What follows belongs to an exercise in optimizing a design on an open flow for small area, a short achievable clock period and few clock cycles; a production flow would make more cautious choices.
Only simulation tests tie the RTL to the original design; equivalence was not proved.
Power is estimated from default activity; no workload was simulated.

**flow/design.v**
```verilog
package tfacc_pkg;
   typedef logic [127:0] u128_t;
   localparam logic [2:0] AXI_SIZE_16B   = 3'b100;
   localparam logic [1:0] AXI_BURST_INCR = 2'b01;
   localparam int BOUND_4K   = 4096;
   localparam int BEAT_BYTES = 16;
   typedef enum logic [1:0] {
      ST_IDLE  = 2'd0,
      ST_RUN   = 2'd1,
      ST_DRAIN = 2'd2
   } rd_state_t;
   function automatic logic [19:0] min_u20(input logic [19:0] a, input logic [19:0] b);
      min_u20 = (a < b) ? a : b;
   endfunction
endpackage
module tfacc_rfifo
#(
   parameter  int DEPTH = 32,
   localparam int CW    = $clog2(DEPTH + 1)
)(
   input  logic          clk,
   input  logic          xrst,
   input  logic          i_wr_vld,
   input  logic [127:0]  i_wr_dat,
   input  logic          i_rd_rdy,
   output logic [127:0]  o_rd_dat,
   output logic          o_empty,
   output logic [CW-1:0] o_count
);
   localparam int AW = (DEPTH > 1) ? $clog2(DEPTH) : 1;
   logic [127:0]  r_mem [0:DEPTH-1];
   logic [AW-1:0] r_wptr;
   logic [AW-1:0] r_rptr;
   logic [CW-1:0] r_cnt;
   logic          w_wr;
   logic          w_rd;
   function automatic logic [AW-1:0] bump(input logic [AW-1:0] p);
      bump = (p == AW'(DEPTH - 1)) ? '0 : p + AW'(1);
   endfunction
   assign w_wr     = i_wr_vld && (r_cnt != CW'(DEPTH));
   assign w_rd     = i_rd_rdy && (r_cnt != '0);
   assign o_rd_dat = r_mem[r_rptr];
   assign o_empty  = (r_cnt == '0);
   assign o_count  = r_cnt;
   always_ff @(posedge clk) begin
      if (!xrst) begin
         r_wptr <= '0;
         r_rptr <= '0;
         r_cnt  <= '0;
      end else begin
         if (w_wr) r_wptr <= bump(r_wptr);
         if (w_rd) r_rptr <= bump(r_rptr);
         case ({w_wr, w_rd})
            2'b10:   r_cnt <= r_cnt + CW'(1);
            2'b01:   r_cnt <= r_cnt - CW'(1);
            default: r_cnt <= r_cnt;
         endcase
      end
   end
   always_ff @(posedge clk) begin
      if (w_wr) r_mem[r_wptr] <= i_wr_dat;
   end
endmodule
module tfacc_rd_burst
#(
   parameter int MAXLEN = 16,
   parameter int FDEPTH = 2 * MAXLEN
)(
   input  logic         clk,
   input  logic         xrst,
   input  logic         cmd_valid,
   output logic         cmd_ready,
   input  logic [39:0]  cmd_adr,
   input  logic [19:0]  cmd_len,
   output logic         busy,
   output logic         done,
   output logic         err,
   output logic [3:0]   M00_AXI_ARID,
   output logic [39:0]  M00_AXI_ARADDR,
   output logic [7:0]   M00_AXI_ARLEN,
   output logic [2:0]   M00_AXI_ARSIZE,
   output logic [1:0]   M00_AXI_ARBURST,
   output logic         M00_AXI_ARVALID,
   input  logic         M00_AXI_ARREADY,
   input  logic [127:0] M00_AXI_RDATA,
   input  logic [1:0]   M00_AXI_RRESP,
   input  logic         M00_AXI_RLAST,
   input  logic         M00_AXI_RVALID,
   output logic         M00_AXI_RREADY,
   output logic [127:0] od,
   output logic         ovalid,
   input  logic         oready,
   output logic         olast
);
   localparam int CW = $clog2(FDEPTH + 1);
   tfacc_pkg::rd_state_t     r_state;
   tfacc_pkg::rd_state_t     w_state_nx;
   logic [39:0]   r_adr;
   logic [19:0]   r_rem;
   logic [19:0]   r_len;
   logic [19:0]   r_pop_cnt;
   logic [1:0]    r_outs;
   logic [CW-1:0] r_credit;
   logic          r_done;
   logic          r_err;
   logic [19:0]   w_bnd;
   logic [19:0]   w_blen;
   logic          w_accept;
   logic          w_ar_ok;
   logic          w_ar_hs;
   logic          w_r_acc;
   logic          w_pop;
   logic          w_empty;
   logic          w_full;
   logic          w_drained;
   logic [CW-1:0] w_cnt;
   logic [127:0]  w_fifo_dat;
   assign w_bnd  = 20'(tfacc_pkg::BOUND_4K / tfacc_pkg::BEAT_BYTES) - 20'(r_adr[11:4]);
   assign w_blen = tfacc_pkg::min_u20(tfacc_pkg::min_u20(r_rem, 20'(MAXLEN)), w_bnd);
   assign w_ar_ok   = (r_rem != '0) && (r_outs < 2'd2) && (20'(r_credit) >= w_blen);
   assign w_ar_hs   = M00_AXI_ARVALID && M00_AXI_ARREADY;
   assign w_accept  = (r_state == tfacc_pkg::ST_IDLE) && cmd_valid;
   assign w_r_acc   = M00_AXI_RVALID && (r_outs != 2'd0);
   assign w_pop     = ovalid && oready;
   assign w_full    = (w_cnt == CW'(FDEPTH));
   assign w_drained = (r_outs == 2'd0) && w_empty;
   assign M00_AXI_ARID    = 4'd0;
   assign M00_AXI_ARADDR  = r_adr;
   assign M00_AXI_ARLEN   = 8'(w_blen - 20'd1);
   assign M00_AXI_ARSIZE  = tfacc_pkg::AXI_SIZE_16B;
   assign M00_AXI_ARBURST = tfacc_pkg::AXI_BURST_INCR;
   assign M00_AXI_RREADY  = 1'b1;
   assign od     = w_fifo_dat;
   assign ovalid = !w_empty;
   assign olast  = ovalid && ((r_pop_cnt + 20'd1) == r_len);
   assign done   = r_done;
   assign err    = r_err;
   tfacc_rfifo #(
      .DEPTH(FDEPTH)
   ) u_rfifo (
      .clk      (clk),
      .xrst     (xrst),
      .i_wr_vld (w_r_acc),
      .i_wr_dat (M00_AXI_RDATA),
      .i_rd_rdy (w_pop),
      .o_rd_dat (w_fifo_dat),
      .o_empty  (w_empty),
      .o_count  (w_cnt)
   );
   always_ff @(posedge clk) begin
      if (!xrst) r_state <= tfacc_pkg::ST_IDLE;
      else       r_state <= w_state_nx;
   end
   always_comb begin
      w_state_nx = r_state;
      case (r_state)
         tfacc_pkg::ST_IDLE:  if (cmd_valid && (cmd_len != '0)) w_state_nx = tfacc_pkg::ST_RUN;
         tfacc_pkg::ST_RUN:   if (w_ar_hs && (r_rem == w_blen)) w_state_nx = tfacc_pkg::ST_DRAIN;
         tfacc_pkg::ST_DRAIN: if (w_drained) w_state_nx = tfacc_pkg::ST_IDLE;
         default:  w_state_nx = tfacc_pkg::ST_IDLE;
      endcase
   end
   always_comb begin
      cmd_ready       = 1'b0;
      busy            = 1'b0;
      M00_AXI_ARVALID = 1'b0;
      case (r_state)
         tfacc_pkg::ST_IDLE:  cmd_ready = 1'b1;
         tfacc_pkg::ST_RUN: begin
            busy            = 1'b1;
            M00_AXI_ARVALID = w_ar_ok;
         end
         tfacc_pkg::ST_DRAIN: busy = 1'b1;
         default:  cmd_ready = 1'b0;
      endcase
   end
   always_ff @(posedge clk) begin
      if (!xrst) begin
         r_adr     <= '0;
         r_rem     <= '0;
         r_len     <= '0;
         r_pop_cnt <= '0;
         r_err     <= 1'b0;
         r_done    <= 1'b0;
      end else begin
         r_done <= (w_accept && (cmd_len == '0)) || ((r_state == tfacc_pkg::ST_DRAIN) && w_drained);
         if (w_accept) begin
            r_adr     <= cmd_adr & ~40'hF;
            r_rem     <= cmd_len;
            r_len     <= cmd_len;
            r_pop_cnt <= '0;
            r_err     <= 1'b0;
         end else begin
            if (w_ar_hs) begin
               r_adr <= r_adr + {16'd0, w_blen, 4'd0};
               r_rem <= r_rem - w_blen;
            end
            if (w_r_acc && (M00_AXI_RRESP != 2'b00)) r_err <= 1'b1;
            if (w_pop) r_pop_cnt <= r_pop_cnt + 20'd1;
         end
      end
   end
   always_ff @(posedge clk) begin
      if (!xrst) begin
         r_outs <= '0;
      end else begin
         case ({w_ar_hs, w_r_acc && M00_AXI_RLAST})
            2'b10:   r_outs <= r_outs + 2'd1;
            2'b01:   r_outs <= r_outs - 2'd1;
            default: r_outs <= r_outs;
         endcase
      end
   end
   always_ff @(posedge clk) begin
      if (!xrst) begin
         r_credit <= CW'(FDEPTH);
      end else begin
         r_credit <= r_credit - (w_ar_hs ? CW'(w_blen) : '0) + (w_pop ? CW'(1) : '0);
      end
   end
endmodule
```
**flow/run.sh**
```bash
#!/bin/bash
# synth_recipe.tcl (not shown) runs the flow's synth.tcl, then flattens the netlist and writes it again
# the make line also repeats each setting of config.mk as NAME=value (left out here)
make -C /OpenROAD-flow-scripts/flow DESIGN_CONFIG=/design/flow/config.mk WORK_HOME=/design/flow/orfs CLKGATE_MAP_FILE= SYNTH_SCRIPT=/design/flow/synth_recipe.tcl finish
```
**flow/config.mk**
```make
export PLATFORM = sky130hd
export DESIGN_NAME = tfacc_rd_burst
export DESIGN_NICKNAME = tfacc_rd_burst
export VERILOG_FILES = /design/flow/design.v
export SDC_FILE = /design/flow/constraint.sdc
export NUM_CORES = 4
export LEC_CHECK = 0
export CAP_MARGIN = 20
export CORE_MARGIN = 2
export CORE_UTILIZATION = 40
export SLEW_MARGIN = 20
```
**flow/constraint.sdc**
```tcl
create_clock -name core_clock -period 7.0 [get_ports {clk}]
set_input_delay 1.4000 -clock core_clock [delete_from_list [all_inputs] [get_ports {clk}]]
set_output_delay 1.4000 -clock core_clock [all_outputs]
set_load 0.01 [all_outputs]
```
==> run summary <==
## registers in the layout (all words and copies together) (netlist names), 2 cells and up, named ones only
name and count:
r_pop_cnt 20, u_rfifo.r_cnt 6, u_rfifo.r_mem 4096, r_len 20
r_adr 36, r_credit 6, r_outs 2, r_rem 20
u_rfifo.r_rptr 5, r_state 2, u_rfifo.r_wptr 5
## layer usage
| metal | GRT usage [%] | wire [um] | vias up |
|---|---|---|---|
| met4 | 5.08 | 10100 | 28 |
| met3 | 3.32 | 29100 | 603 |
| met2 | 34.6 | 215000 | 2853 |
| li1 | - | - | 31700 |
| met1 | 27.1 | 172000 | 43200 |
| met5 | 0 | 161 | - |
## worst max-delay path by stage
stage                                end  cells after the start  slack [ps]           start
CTS                      M00_AXI_ARVALID                     18          30        r_adr[7]
finish                  M00_AXI_ARLEN[7]                     15         480       r_rem[14]
floorplan           u_rfifo.r_mem[28][0]                      5       -1150  M00_AXI_RVALID
global placement             r_credit[5]                     28         460       r_rem[14]
detailed placement           r_credit[5]                     27         550        r_adr[7]
global route            M00_AXI_ARLEN[7]                     15         220       r_rem[19]
## per-stage QoR
stage	setup WS, ps	hold slack (ps)	total power [W]	cells
floorplan	-1150	448	0.0335	7137
global placement	462	450	0.0359	12800
detailed placement	549	464	0.0360	12800
CTS	28.7	472	0.0580	13500
global route	218	493	0.0595	13600
finish	475	470	0.0575	13600
## layout by cell type (no fill, tap or decap), drive strengths merged, types with 8 or more instances in the layout
cell type / synthesis / layout
a31oi: 26 / 26
edfxtp: 4096 / 4096
buf: 86 / 192
and2: 9 / 9
and3: 17 / 17
nand3: 57 / 57
conb: 2 / 39
clkbuf: 286 / 523
mux2: 129 / 129
ha: 80 / 80
nand3b: 8 / 8
nor4: 20 / 20
o21ai: 81 / 81
nor3: 15 / 15
clkinvlp: 0 / 13
a311oi: 12 / 12
nand2: 147 / 147
a21o: 22 / 22
bufinv: 0 / 28
o211ai: 9 / 9
clkinv: 2 / 204
clkdlybuf4s50: 0 / 359
mux4: 1280 / 1280
diode: 0 / 20
a21oi: 113 / 113
a211oi: 11 / 11
nor2: 141 / 141
xnor2: 60 / 60
or4: 14 / 14
nand4: 19 / 19
inv: 62 / 76
o31ai: 10 / 10
o21bai: 9 / 9
dfxtp: 129 / 129
xor2: 38 / 38
or3: 21 / 21
## power by group through the flow
stage                     clock network (W)  logic (W)  registers, W
after floorplan                           0    0.00483        0.0286
after global placement                    0    0.00726        0.0287
after detailed placement                  0    0.00733        0.0287
after CTS                            0.0224    0.00740        0.0282
after global routing                 0.0234    0.00798        0.0282
final                                0.0220    0.00734        0.0282
## logic make-up (layout without fill, tap and decap cells)
logic type / after synthesis / count (layout) / share of synthesized area (%)
AO/OA/AOI/OAI: 341 / 341 / 1.32
flip-flops: 4225 / 4225 / 76.5
other: 2 / 59 / 0.00457
AND/OR/NAND/NOR: 495 / 495 / 1.45
XOR/XNOR: 98 / 98 / 0.523
multiplexers: 1416 / 1416 / 18.5
adder cells (fa/ha/maj): 86 / 86 / 0.671
buffers and inverters: 437 / 1396 / 1.07
## cell type report
class	instances	area share (%)
Tap cell	5451	3.59
Antenna cell	20	0.0264
Inverter	64	0.127
Sequential cell	4225	66.2
Clock buffer	521	5.83
Multi-Input combinational cell	2475	19.7
Clock inverter	257	1.23
Timing Repair Buffer	554	3.33
## worst reg2reg max path: cells and delay by family, from the launching register on
| kind | cells | cell delay, ps |
|---|---|---|
| AO/OA/AOI/OAI | 9 | 1230 |
| XOR/XNOR | 1 | 160 |
| buffers and inverters | 3 | 210 |
| AND/OR/NAND/NOR | 12 | 2630 |
| adder cells (fa/ha/maj) | 4 | 1130 |
| flip-flops | 1 | 370 |
## what timing repair did
item | CTS | global route
resized for setup | 14 | 14
pin swaps | 3 | 4
hold buffers | 0 | 0
buffers inserted | 1 | 5
endpoints found under the setup margin | 1 | 1
==> run summary <==
antenna violations before repair=61; FF-to-FF End=r_credit[5]; clock-pin slew on the worst setup and hold paths=60 ps; Synth area leader=edfxtp_1; number of DRC markers in iteration 0=just under 9000; FFs w/ async S/R, synth=0%; number of top-level pins=390; Worst Tran Pin Value=~1100 ps; core area=0.409 sq mm; final hold violation count=0; Setup TNS=0 ps; Post-DP HPWL=about 200000 um; post-placement cell area=0.176 sq mm; Final Max Slew Viols=0; internal power=between 0.04 and 0.05 W; Hold/Removal Path Class=register to register; Hold Path End=r_len[18]; CP Data Arrival Time=5120 ps; row count=between 200 and 250; Rel. slew slack=26.6%; CTS sink cnt=4225; DRT Pass-1 Iters=6; Cells after Synth=between 7000 and 8000; Reg2Reg Launch Point=r_adr[7]; Avg Inst Size Synth=23.1 sq um; leakage power=56.6 nW; clock share of power=38.2%; Total GRT Usage=20.2%; total gr overflow=0; Post-synth top flop=edfxtp_1; sequential share of the synthesized area=between 70% and 80%; R2R setup slack=1110 ps; vias=78400; Crit path largest cell delay=580 ps; Psw=0.0136 W; status=timing/DRC/antenna clean; synthesized area=0.164 sq mm; Max IR drop VDD=0.236 mV; wire per inst=31.4 um; max_cap viols=0; Reg power frac=49.0%; pin count of the biggest net entering global routing=123; Max Fclk=0.153 GHz; clock skew=58.7 ps; #FFs+latches synth=approximately 4200; global-route wire length before repair=around 600000 um; CTS H-tree depth=5; DRC viols=0; Startpoint Class=register; hold path depth=2; YS warnings=2; critical path class=register to output port; worst skew pair latency=1030 ps; vias in the first global route=80200; EDFF count, synth=4096; Die Y=645 um; CTS Buffer Depth=4; routability cong.=roughly 0.8; CP Capture Type=output port; RSZ-0062 raised after global routing=false; logic gate share of total power=12.8%; Worst Path Buf+Inv=3; drt via density=5.78; Final period util=93.2%; multi-input logic area=0.0373 sq mm; I/O Buffers=371; share of cells above drive strength 1=between 20% and 30%; count leader, synth=edfxtp_1; final setup vio count=0; CTS Root Buffer Type=clkbuf_16; Die Area=0.416 sq mm; Horiz. Die Dim=645 um; crit-path max FO=9; Critical-path top delay cell=clkdlybuf4s50_1; hold path start=r_len[18]; sw frac=23.7%; CTS tree=yes; Post-synth top cells=edfxtp_1 (4096), mux4_2 (1280), clkbuf_1 (284), nand2_1 (146), nor2_1 (141); Final nets=8028; CP delay by family, top=simple AND/OR/NAND/NOR gates; Design Area, Final=approximately 0.19 sq mm; PD cells=303 mW/mm^2; Filler cells=33400; fin crit period=6520 ps; CTS Buf Count=427; dominant cells by area after synthesis=edfxtp_1 (75%), mux4_2 (18%), dfxtp_1 (1.6%); initial core utilization=40.1%; CP Cell Sequence=nor4_2 > and4_4 > nand2_4 > inv_1 > ha_1 > o21ai_0 > a21oi_1 > o21ai_2 > buf_4 > a31oi_4 > or2_2 > nor4_1 > nand3_1 > xnor2_1 > clkdlybuf4s50_1; Post-Route Utilization=46.4%; ANT nets after route=0; Cell variety after synth=just under 90; Synth top area share=around three quarters; area delta synth->final=15.6%; CP required=5600 ps; Reg area=~0.13 sq mm; Reg2Reg Depth=29; routed wire length=427000 um
Testbench counts, summed over its fixed seeds: cycles 164,413.

[afterwards: timing with drivers on the ports]
The results above use ideal ports. As a check the final layout listed here was re-extracted and re-timed, cells and wires unchanged. Step 1: set_driving_cell puts a clkbuf_16 on clk and a buf_2 on each other input, an assumption about the parent block. Step 2, shift: input delay + t, output delay - t, t = (earliest + latest rising clock arrival at the registers) / 2. This alone moves slack from input paths to output paths. Slacks: no drivers / after step 1 / after step 2; pairs: no drivers / after step 1.
t, ns: 1.101
slack for setup (ns): 0.475 / 0.354 / 1.115
worst hold slack (ns): 0.470 / 0.470 / 0.470
worst setup path after step 2: register to register
slew at the worst register clock pin (ns): 0.08 / 0.08
After both steps setup and hold are still met in this run. The setup slack of this run moves by -0.121 ns with the drivers and by +0.640 ns with both steps.
